This design comes from an exercise in tuning for small area and a short achievable clock period on the open sky130 flow, not from production work.
The RTL was checked by simulation tests, not by an equivalence proof against the original design.

Setup of JK:
Design pipelined_functional_unit, start of the top module:
module pipelined_functional_unit #(
  parameter int WIDTH = 32,
  parameter int LAT   = 3
) (
  input  logic             CLK,
  input  logic             RST_N,
  input  logic [WIDTH-1:0] A,
  input  logic [WIDTH-1:0] B,
  input  logic [WIDTH-1:0] C,
  input  logic [4:0]       INST,
  input  logic             CI,
  input  logic             IN_VALID,
  output logic             IN_READY,
  output logic             OUT_VALID,
  input  logic             OUT_READY,
  output logic [WIDTH-1:0] Z,
  output logic [3:0]       FLAGS
);
==> flow/config.mk <==
export PLATFORM = sky130hd
export DESIGN_NAME = pipelined_functional_unit
export DESIGN_NICKNAME = pipelined_functional_unit
export VERILOG_FILES = /design/flow/design.v
export SDC_FILE = /design/flow/constraint.sdc
export NUM_CORES = 4
export LEC_CHECK = 0
export ABC_AREA = 1
export CAP_MARGIN = 20
export CORE_MARGIN = 2
export CORE_UTILIZATION = 40
export CTS_BUF_LIST = sky130_fd_sc_hd__clkbuf_4 sky130_fd_sc_hd__clkbuf_8
export SETUP_SLACK_MARGIN = 5
export SLEW_MARGIN = 20
export SYNTH_HIERARCHICAL = 1
==> flow/constraint.sdc <==
create_clock -name core_clock -period 10.0 [get_ports {CLK}]
set_input_delay 2.0000 -clock core_clock [delete_from_list [all_inputs] [get_ports {CLK}]]
set_output_delay 2.0000 -clock core_clock [all_outputs]
set_load 0.01 [all_outputs]
standard.sh (not shown) runs the stock make flow with config.mk's settings and CLKGATE_MAP_FILE= SYNTH_SCRIPT=/design/flow/synth_recipe.tcl, a recipe that flattens the netlist after the stock synthesis.
==> flow/flow/run.sh <==
#!/bin/bash
# The standard layout (standard.sh: ORFS from synthesis to finish) with two changes:
#  - the final ABC technology mapping in synthesis uses flow/abc.script (an area-oriented
#    script) instead of ORFS's abc_area.script; everything else in synth_recipe.tcl is kept;
#  - the input and output port buffers use the smallest buffer cell;
#  - clock tree synthesis clusters more sinks per buffer and inserts no dummy loads;
#  - timing repair aims for 5.4 ns of setup slack instead of 5 (the clock stays at 10 ns).
set -euo pipefail
W=$PWD
sed "1a proc abc {args} { set i [lsearch \$args -script]; if {\$i >= 0} {lset args [expr {\$i + 1}] $W/flow/abc.script}; yosys abc {*}\$args }" synth_recipe.tcl > my_synth.tcl
sed "s#SYNTH_SCRIPT=[^ ]*#SYNTH_SCRIPT=$W/my_synth.tcl#" standard.sh > my_standard.sh
sed -i "s#SETUP_SLACK_MARGIN=[^ ]*#SETUP_SLACK_MARGIN=5.4#" my_standard.sh
grep -q "SYNTH_SCRIPT=$W/my_synth.tcl" my_standard.sh
grep -q "SETUP_SLACK_MARGIN=5.4" my_standard.sh
export BUFFER_PORTS_ARGS="-buffer_cell sky130_fd_sc_hd__buf_1"
export CTS_ARGS="-sink_clustering_enable -repair_clock_nets -sink_clustering_size 14 -sink_clustering_max_diameter 80 -buf_list {sky130_fd_sc_hd__clkbuf_4 sky130_fd_sc_hd__clkbuf_8} -dont_use_dummy_load"
bash my_standard.sh > standard.log 2>&1
==> flow/flow/abc.script <==
strash
&get -n
&st
&dch
&nf -R 1000
&put
topo
stime -c
upsize -c
dnsize -c
diff inputs: JK => MS
==> flow/flow/run.sh <==
#!/bin/bash
# The standard layout (standard.sh: ORFS from synthesis to finish) with two changes:
#  - the final ABC technology mapping in synthesis uses flow/abc.script (an area-oriented
#    script) instead of ORFS's abc_area.script; everything else in synth_recipe.tcl is kept;
#  - the input and output port buffers use the smallest buffer cell.
set -euo pipefail
W=$PWD
sed "1a proc abc {args} { set i [lsearch \$args -script]; if {\$i >= 0} {lset args [expr {\$i + 1}] $W/flow/abc.script}; yosys abc {*}\$args }" synth_recipe.tcl > my_synth.tcl
sed "s#SYNTH_SCRIPT=[^ ]*#SYNTH_SCRIPT=$W/my_synth.tcl#" standard.sh > my_standard.sh
grep -q "SYNTH_SCRIPT=$W/my_synth.tcl" my_standard.sh
export BUFFER_PORTS_ARGS="-buffer_cell sky130_fd_sc_hd__buf_1"
bash my_standard.sh > standard.log 2>&1
## What came out
Lower non-clock buffer count was reported by MS, not JK. MS: wire length on met3 4.1% above JK. Re hold path depth: no difference whatsoever between JK and MS. The final area of MS is higher than that of JK. Diff JK -> MS | number of standard cells in the final layout excluding fillers | up slightly. Cmp MS and JK / filler cell count in the final layout / higher: JK.
The following lists how AL was set up differently from MS:
==> flow/flow/run.sh <==
#!/bin/bash
# The standard layout (standard.sh: ORFS from synthesis to finish), with the input and
# output port buffers made from the smallest buffer cell instead of the default choice.
export BUFFER_PORTS_ARGS="-buffer_cell sky130_fd_sc_hd__buf_1"
bash standard.sh > standard.log 2>&1
removed: flow/flow/abc.script
Results
- MS -> AL: proportion of register bits with asynchronous set or reset after synthesis flat
- AL and MS ended up with roughly the same number of clock buffers inserted by TritonCTS.
- MS has lower met1 layer usage reported by global route than AL.
- Re buffer depth of the longest clock path: no difference whatsoever between AL and MS.
- Detailed placement HPWL ended up 13% higher on AL than on MS.
- Comparing MS and AL, the lower post-layout minimum cycle time is on MS.
Modified inputs, TR compared to AL
- a change of CORE_UTILIZATION from 40 to 65
Notes after the runs:
Die span in y went down by more than 10% going from AL to TR. When the final numbers for AL and TR were put side by side, the weighted congestion reported at the end of routability-driven placement turned out to be greater in TR. Setup clock skew after layout, AL and TR: lower on AL. On TR: via count of the first global-routing pass is 192 lower than what AL gave. Per the comparison of TR with AL, worst setup slack after layout decreased 100 ps; total global-route track usage +15 points. Taking TR as 1.0, AL lands at 0.885 on average via count per standard cell. Final period utilization was lower in AL than in TR. Going from AL to TR, the number of buffers and inverters on the critical path was found to have gone down by 1.

==> re-timing with driven ports <==
No port has a modelled driver above. Below, the same layouts with a new extraction and two added sets of constraints. Step 1 assumes that a clkbuf_16 drives the clock port and a buf_2 every other input. Step 2 moves the port delays by t, midway between the first and last clock arrival at a register: inputs arrive t later, outputs are due t later. That takes back most of the time a late clock gives input paths. a / b / c = no drivers / after step 1 / after step 2; a / b = the first two.
run | t, ns | slack for setup (ns) | worst setup path at the end | worst register clock-pin slew, ns | worst data-port slew with drivers (ns)
JK | 0.599 | 5.084 / 5.084 / 5.084 | register to register | 0.10 / 0.10 | 0.07
MS | 0.627 | 5.095 / 5.067 / 5.067 | input to output | 0.08 / 0.08 | 0.07
AL | 0.649 | 5.073 / 5.047 / 5.032 | input to register | 0.07 / 0.07 | 0.06
TR | 0.647 | 4.973 / 4.973 / 4.973 | register to register | 0.08 / 0.08 | 0.06
After both steps every run listed still meets setup and hold. The setup slack of AL, which loses most, moves by -0.026 ns with the drivers and by -0.041 ns with both steps.
